What follows belongs to an exercise in optimizing a design on an open flow for small area, a short achievable clock period and few clock cycles; a production flow would make more cautious choices. RTL that was checked went through simulation tests only; none was proved equivalent to the original. No activity file was given, so power comes from the tool's default toggle rates.

==> inputs of trial 81 <==
// qm_top
module qm_top (
    input  logic        clk,
    input  logic        rst_n,
    input  logic        psel,
    input  logic        penable,
    input  logic        pwrite,
    input  logic [11:0] paddr,
    input  logic [31:0] pwdata,
    output logic [31:0] prdata,
    output logic        pready,
    output logic        pslverr
);
==> module qm_top, before the edit <==
module qm_top (
    input  logic        clk,
    input  logic        rst_n,
    input  logic        psel,
    input  logic        penable,
    input  logic        pwrite,
    input  logic [11:0] paddr,
    input  logic [31:0] pwdata,
    output logic [31:0] prdata,
    output logic        pready,
    output logic        pslverr
);
    function automatic logic [31:0] lowest(input logic [31:0] x);
        logic [31:0] p;
        p = x;
        for (int s = 0; s < 5; s++) begin
            for (int i = 0; i < 32; i++) begin
                if ((i >> s) & 1) p[i] = p[i] | p[((i >> s) << s) - 1];
            end
        end
        lowest = x & ~{p[30:0], 1'b0};
    endfunction
    function automatic logic [4:0] enc(input logic [31:0] oh);
        enc = '0;
        for (int i = 0; i < 32; i++) begin
            if (oh[i]) enc = enc | 5'(i);
        end
    endfunction
    logic setup, access;
    logic a_onset, a_ctrl, a_status, a_result, mapped;
    logic [4:0] k;
    assign setup    = psel & ~penable;
    assign access   = psel & penable;
    assign a_onset  = (paddr == 12'h000);
    assign a_ctrl   = (paddr == 12'h004);
    assign a_status = (paddr == 12'h008);
    assign a_result = (paddr[11:7] == 5'b00010) && (paddr[1:0] == 2'b00);
    assign mapped   = a_onset | a_ctrl | a_status | a_result;
    assign k        = paddr[6:2];
    logic [31:0] onset, spec, run_onset;
    logic        busy, busy_q, pend, done;
    logic        chg;
    logic [1:0]  stab;
    logic        prep_ok;
    assign spec = (psel && pwrite && a_onset) ? pwdata : onset;
    assign chg  = ~busy & ((setup & pwrite & a_onset) | busy_q);
    always_ff @(posedge clk) begin
        if (!rst_n) begin
            onset <= '0;
        end else if (access && pwrite && a_onset) begin
            onset <= pwdata;
        end
        if (!busy) begin
            run_onset <= spec;
        end
    end
    logic [31:0] row_nz_c, nz_q;      
    logic [31:0] rowbits;             
    logic [4:0]  mcur;                
    logic [31:0] gt_row, src, src_oh, row_c;
    logic [31:0] v_oh, rest;
    logic [4:0]  v;
    logic        ess;
    logic        prepping, go_q;
    logic        start_now, step, first, ins, last, any;
    logic [5:0]  prime_cnt, ess_cnt, pc_inc, ec_inc;
    logic [4:0]  age;
    qm_merge_engine i_engine (
        .f      (run_onset),
        .row_nz (row_nz_c),
        .row_oh (src_oh),
        .row    (row_c),
        .cmask  (mcur),
        .cval_oh(v_oh),
        .ess    (ess)
    );
    always_comb begin
        for (int m = 0; m < 32; m++) gt_row[m] = (5'(m) > mcur);
    end
    assign prepping = (~busy | pend) & ~prep_ok;
    assign src    = nz_q & (prepping ? 32'hFFFF_FFFF : gt_row);
    assign src_oh = lowest(src);
    assign v_oh = lowest(rowbits);
    assign v    = enc(v_oh);
    assign rest = rowbits & ~v_oh;
    assign any  = |rowbits;
    assign last = (rest == '0) && (src == '0);
    always_ff @(posedge clk) begin
        go_q <= rst_n & setup & pwrite & a_ctrl & pwdata[0];
    end
    assign start_now = go_q & ~busy;
    assign step      = (start_now & prep_ok) | (busy & ~pend) | (pend & prep_ok);
    assign first     = step & ~(busy & ~pend);
    assign ins       = step & any;
    assign pc_inc = prime_cnt + 6'd1;
    assign ec_inc = ess_cnt + 6'd1;
    always_ff @(posedge clk) begin
        nz_q <= row_nz_c;
        if (step) begin
            if (rest == '0) begin
                rowbits <= row_c;
                mcur    <= enc(src_oh);
            end else begin
                rowbits <= rest;
            end
        end else if (prepping) begin
            rowbits <= row_c;
            mcur    <= enc(src_oh);
        end
        age <= (first & ins) ? 5'd0 : age + 5'd1;
    end
    always_ff @(posedge clk) begin
        if (!rst_n) begin
            busy      <= 1'b0;
            busy_q    <= 1'b0;
            pend      <= 1'b0;
            done      <= 1'b0;
            stab      <= 2'd0;
            prime_cnt <= '0;
            ess_cnt   <= '0;
        end else begin
            busy_q <= busy;
            if ((!busy || pend) && !chg) begin
                stab <= (stab == 2'd2) ? 2'd2 : stab + 2'd1;
            end else begin
                stab <= 2'd0;
            end
            if (start_now) begin
                busy <= 1'b1;
                done <= 1'b0;
                pend <= ~prep_ok;
            end
            if (step) begin
                prime_cnt <= first ? {5'd0, ins} : pc_inc;
                if (first)           ess_cnt <= {5'd0, ins & ess};
                else if (ins && ess) ess_cnt <= ec_inc;
                pend      <= 1'b0;
                if (!any || last) begin
                    busy <= 1'b0;
                    done <= 1'b1;
                end else begin
                    busy <= 1'b1;
                    done <= 1'b0;
                end
            end
        end
    end
    assign prep_ok = (stab == 2'd2);
    logic [10:0] ring [32];
    always_ff @(posedge clk) begin
        ring[0] <= ins ? {ess, mcur, v} : ring[31];
        for (int j = 1; j < 32; j++) begin
            ring[j] <= ring[j-1];
        end
    end
    logic        rd_onset, rd_status, rd_result, err_q;
    logic [31:0] sel_oh;
    logic [4:0]  sel;
    logic [10:0] rword;
    assign sel = age + 5'd1 - k;
    always_ff @(posedge clk) begin
        rd_onset  <= ~pwrite & a_onset;
        rd_status <= ~pwrite & a_status;
        rd_result <= ~pwrite & a_result & ({1'b0, k} < prime_cnt);
        for (int j = 0; j < 32; j++) sel_oh[j] <= (sel == 5'(j));
        err_q     <= ~mapped | (pwrite & (a_status | a_result));
    end
    always_comb begin
        rword = '0;
        for (int j = 0; j < 32; j++) rword = rword | (sel_oh[j] ? ring[j] : 11'd0);
        prdata = '0;
        if (rd_onset)  prdata = prdata | onset;
        if (rd_status) prdata = prdata | {10'd0, ess_cnt, 2'd0, prime_cnt, 6'd0, done, busy};
        if (rd_result) prdata = prdata | {15'd0, rword[10], 3'd0, rword[9:5], 3'd0, rword[4:0]};
    end
    assign pready  = 1'b1;
    assign pslverr = err_q;
endmodule
==> flow/config.mk <==
export PLATFORM = sky130hd
export DESIGN_NAME = qm_top
export DESIGN_NICKNAME = qm_top
export VERILOG_FILES = /design/flow/design.v
export SDC_FILE = /design/flow/constraint.sdc
export NUM_CORES = 8
export LEC_CHECK = 0
export CAP_MARGIN = 30
export CORE_MARGIN = 2
export CORE_UTILIZATION = 40
export SLEW_MARGIN = 20
==> flow/constraint.sdc <==
create_clock -name core_clock -period 12.0 [get_ports {clk}]
set_input_delay 2.4000 -clock core_clock [delete_from_list [all_inputs] [get_ports {clk}]]
set_output_delay 2.4000 -clock core_clock [all_outputs]
set_load 0.01 [all_outputs]
standard.sh (not shown) runs the stock make flow with config.mk's settings and CLKGATE_MAP_FILE= SYNTH_SCRIPT=/design/flow/synth_recipe.tcl, a recipe that flattens the netlist after the stock synthesis.
==> flow/flow/run.sh <==
#!/bin/bash
# Standard ORFS flow, with timing repair aiming past the clock target and
# plain buffers on the ports.
set -euo pipefail
bash standard.sh SETUP_SLACK_MARGIN=8 'BUFFER_PORTS_ARGS=-buffer_cell sky130_fd_sc_hd__buf_2' finish > standard.log 2>&1
==> trial 93: changes against trial 81 <==
--- a/flow/design.v
+++ b/flow/design.v
@@ -795,25 +795,25 @@
             ring[j] <= ring[j-1];
         end
     end
-    logic        rd_onset, rd_status, rd_result, err_q;
-    logic [31:0] sel_oh;
-    logic [4:0]  sel;
+    logic        rd_status, err_q;
+    logic [31:0] rd_q;
     logic [10:0] rword;
-    assign sel = age + 5'd1 - k;
+    logic [31:0] rd_word;
+    assign rword = ring[5'(age - k)];
+    always_comb begin
+        rd_word = '0;
+        if (a_onset) rd_word = onset;
+        if (a_result && ({1'b0, k} < prime_cnt))
+            rd_word = {15'd0, rword[10], 3'd0, rword[9:5], 3'd0, rword[4:0]};
+    end
     always_ff @(posedge clk) begin
-        rd_onset  <= ~pwrite & a_onset;
+        rd_q      <= pwrite ? 32'd0 : rd_word;
         rd_status <= ~pwrite & a_status;
-        rd_result <= ~pwrite & a_result & ({1'b0, k} < prime_cnt);
-        for (int j = 0; j < 32; j++) sel_oh[j] <= (sel == 5'(j));
         err_q     <= ~mapped | (pwrite & (a_status | a_result));
     end
     always_comb begin
-        rword = '0;
-        for (int j = 0; j < 32; j++) rword = rword | (sel_oh[j] ? ring[j] : 11'd0);
-        prdata = '0;
-        if (rd_onset)  prdata = prdata | onset;
+        prdata = rd_q;
         if (rd_status) prdata = prdata | {10'd0, ess_cnt, 2'd0, prime_cnt, 6'd0, done, busy};
-        if (rd_result) prdata = prdata | {15'd0, rword[10], 3'd0, rword[9:5], 3'd0, rword[4:0]};
     end
     assign pready  = 1'b1;
     assign pslverr = err_q;
==> build 82: changes against trial 81 <==
--- a/flow/design.v
+++ b/flow/design.v
@@ -696,17 +696,19 @@
             run_onset <= spec;
         end
     end
-    logic [31:0] row_nz_c, nz_q;      
+    logic [31:0] row_nz_c;            
     logic [31:0] rowbits;             
     logic [4:0]  mcur;                
-    logic [31:0] gt_row, src, src_oh, row_c;
+    logic [31:0] rr;                  
+    logic [31:0] src_oh, row_c;
     logic [31:0] v_oh, rest;
     logic [4:0]  v;
     logic        ess;
     logic        prepping, go_q;
     logic        start_now, step, first, ins, last, any;
     logic [5:0]  prime_cnt, ess_cnt, pc_inc, ec_inc;
-    logic [4:0]  age;
+    logic [3:0]  age_lo;              
+    logic [7:0]  age_hi;              
     qm_merge_engine i_engine (
         .f      (run_onset),
         .row_nz (row_nz_c),
@@ -716,17 +718,13 @@
         .cval_oh(v_oh),
         .ess    (ess)
     );
-    always_comb begin
-        for (int m = 0; m < 32; m++) gt_row[m] = (5'(m) > mcur);
-    end
     assign prepping = (~busy | pend) & ~prep_ok;
-    assign src    = nz_q & (prepping ? 32'hFFFF_FFFF : gt_row);
-    assign src_oh = lowest(src);
+    assign src_oh = lowest(rr);
     assign v_oh = lowest(rowbits);
     assign v    = enc(v_oh);
     assign rest = rowbits & ~v_oh;
     assign any  = |rowbits;
-    assign last = (rest == '0) && (src == '0);
+    assign last = (rest == '0) && (rr == '0);
     always_ff @(posedge clk) begin
         go_q <= rst_n & setup & pwrite & a_ctrl & pwdata[0];
     end
@@ -737,19 +735,30 @@
     assign pc_inc = prime_cnt + 6'd1;
     assign ec_inc = ess_cnt + 6'd1;
     always_ff @(posedge clk) begin
-        nz_q <= row_nz_c;
         if (step) begin
             if (rest == '0) begin
                 rowbits <= row_c;
                 mcur    <= enc(src_oh);
+                rr      <= rr & ~src_oh;
             end else begin
                 rowbits <= rest;
             end
         end else if (prepping) begin
-            rowbits <= row_c;
-            mcur    <= enc(src_oh);
+            if (stab == 2'd0) begin
+                rr      <= row_nz_c;
+            end else begin
+                rowbits <= row_c;
+                mcur    <= enc(src_oh);
+                rr      <= rr & ~src_oh;
+            end
+        end
+        if (first & ins) begin
+            age_lo <= 4'b0001;
+            age_hi <= 8'b0000_0001;
+        end else begin
+            age_lo <= {age_lo[2:0], age_lo[3]};
+            if (age_lo[3]) age_hi <= {age_hi[6:0], age_hi[7]};
         end
-        age <= (first & ins) ? 5'd0 : age + 5'd1;
     end
     always_ff @(posedge clk) begin
         if (!rst_n) begin
@@ -795,25 +804,44 @@
             ring[j] <= ring[j-1];
         end
     end
-    logic        rd_onset, rd_status, rd_result, err_q;
-    logic [31:0] sel_oh;
-    logic [4:0]  sel;
+    logic        rd_onset, rd_status, err_q;
+    logic [10:0] rd_q;
     logic [10:0] rword;
-    assign sel = age + 5'd1 - k;
+    logic [3:0]  k_lo_oh, lo_oh;
+    logic [7:0]  k_hi_oh, hi0_oh, hi_oh;
+    logic        lo_borrow;
+    logic [10:0] grp [8];
+    always_comb begin
+        for (int i = 0; i < 4; i++) k_lo_oh[i] = (k[1:0] == 2'(i));
+        for (int i = 0; i < 8; i++) k_hi_oh[i] = (k[4:2] == 3'(i));
+        lo_borrow = 1'b0;
+        for (int a = 0; a < 4; a++) lo_borrow = lo_borrow | (age_lo[a] & (k[1:0] > 2'(a)));
+        for (int l = 0; l < 4; l++) begin
+            lo_oh[l] = 1'b0;
+            for (int a = 0; a < 4; a++) lo_oh[l] = lo_oh[l] | (age_lo[a] & k_lo_oh[(a - l + 4) % 4]);
+        end
+        for (int h = 0; h < 8; h++) begin
+            hi0_oh[h] = 1'b0;
+            for (int a = 0; a < 8; a++) hi0_oh[h] = hi0_oh[h] | (age_hi[a] & k_hi_oh[(a - h + 8) % 8]);
+        end
+        for (int h = 0; h < 8; h++) hi_oh[h] = lo_borrow ? hi0_oh[(h + 1) % 8] : hi0_oh[h];
+        for (int h = 0; h < 8; h++) begin
+            grp[h] = '0;
+            for (int l = 0; l < 4; l++) grp[h] = grp[h] | (lo_oh[l] ? ring[4*h + l] : 11'd0);
+        end
+        rword = '0;
+        for (int h = 0; h < 8; h++) rword = rword | (hi_oh[h] ? grp[h] : 11'd0);
+    end
     always_ff @(posedge clk) begin
+        rd_q      <= (~pwrite & a_result & ({1'b0, k} < prime_cnt)) ? rword : 11'd0;
         rd_onset  <= ~pwrite & a_onset;
         rd_status <= ~pwrite & a_status;
-        rd_result <= ~pwrite & a_result & ({1'b0, k} < prime_cnt);
-        for (int j = 0; j < 32; j++) sel_oh[j] <= (sel == 5'(j));
         err_q     <= ~mapped | (pwrite & (a_status | a_result));
     end
     always_comb begin
-        rword = '0;
-        for (int j = 0; j < 32; j++) rword = rword | (sel_oh[j] ? ring[j] : 11'd0);
-        prdata = '0;
+        prdata = {15'd0, rd_q[10], 3'd0, rd_q[9:5], 3'd0, rd_q[4:0]};
         if (rd_onset)  prdata = prdata | onset;
         if (rd_status) prdata = prdata | {10'd0, ess_cnt, 2'd0, prime_cnt, 6'd0, done, busy};
-        if (rd_result) prdata = prdata | {15'd0, rword[10], 3'd0, rword[9:5], 3'd0, rword[4:0]};
     end
     assign pready  = 1'b1;
     assign pslverr = err_q;
ABC_AREA = 1   (was unset)
==> qor summary <==
	trial 81	trial 93	build 82
Run status	complete, no violations	complete, no violations	complete, no violations
Clock sink total	545	543	530
Total net switching power	2.54 mW	1.16 mW	1.47 mW
First-pass detailed-route iteration total	12	8	8
Switching Fraction	40.0%	27.8%	31.3%
Worst-case setup slack after placement	7.00 ns	6.31 ns	6.53 ns
Largest vdd supply drop	118 uV	178 uV	123 uV
Std-Cell Core Area	64100 um2	64300 um2	65500 um2
Routed length on met3	18600 um	17400 um	10100 um
Share of synthesized area spent on multiplexers	1.80%	1.43%	0.114%
Post-layout minimum cycle time	4.98 ns	4.60 ns	4.19 ns
Clk_buf instances	73	77	62
Fill cell instance count of the final layout	6133	5978	6610
Arrival time at the worst endpoint	2.58 ns	5.13 ns	4.57 ns
Overall power consumption	6.35 mW	4.16 mW	4.69 mW
FFs & Latches	545	543	530
Critical path destination	prdata[2]	rd_q[11]	rowbits[0]
Inverters	64	62	496
Headroom to the max-slew limit	29.3%	23.4%	31.5%
Number of buffers and inverters on the critical path	3	6	1
Fraction of area in multi-input gates	44.9%	45.1%	41.1%
Die Outline Area	66500 um2	67000 um2	68000 um2
Yosys cell types	100	93	66
Synth Area per Inst	8.58 um2	8.55 um2	7.29 um2
Post-synthesis compound-gate area fraction	21.6%	21.6%	15.4%
Lkg Pwr	11.6 nW	12.3 nW	12.7 nW
CP dominant cell by count	sky130_fd_sc_hd__buf_12	sky130_fd_sc_hd__buf_12	sky130_fd_sc_hd__nor2_1
Testbench counts of trial 93, summed over its fixed seeds: cycles 7,828.
Testbench counts of build 82, summed over its fixed seeds: cycles 7,828.
Only the layout flow was run in trial 81; the RTL was not checked for function there.

afterwards: timing with drivers on the ports:
Ports are ideal in the flow. The routed layouts listed here were re-timed in OpenROAD. Step 1, drivers: a clkbuf_16 drives clk and a buf_2 each remaining input, both assumed. Step 2 also shifts input and output timing later by t, the mid clock arrival at the registers, as if the neighbouring blocks saw the same clock. Slacks: no drivers / after step 1 / after step 2; pairs: no drivers / after step 1.
run	shift t [ns]	setup slack, ns	clock arrival spread, ns	worst slew at a driven data input, ns	cell pins on the clock port's net
trial 81	0.708	7.024 / 6.956 / 7.401	0.027 / 0.027	0.07	1
trial 93	0.703	7.395 / 7.402 / 6.699	0.056 / 0.056	0.11	1
build 82	0.682	7.806 / 7.806 / 7.370	0.043 / 0.042	0.06	1
After both steps setup and hold are still met in every run listed. The setup slack of trial 93, which loses most, moves by +0.007 ns with the drivers and by -0.696 ns with both steps.
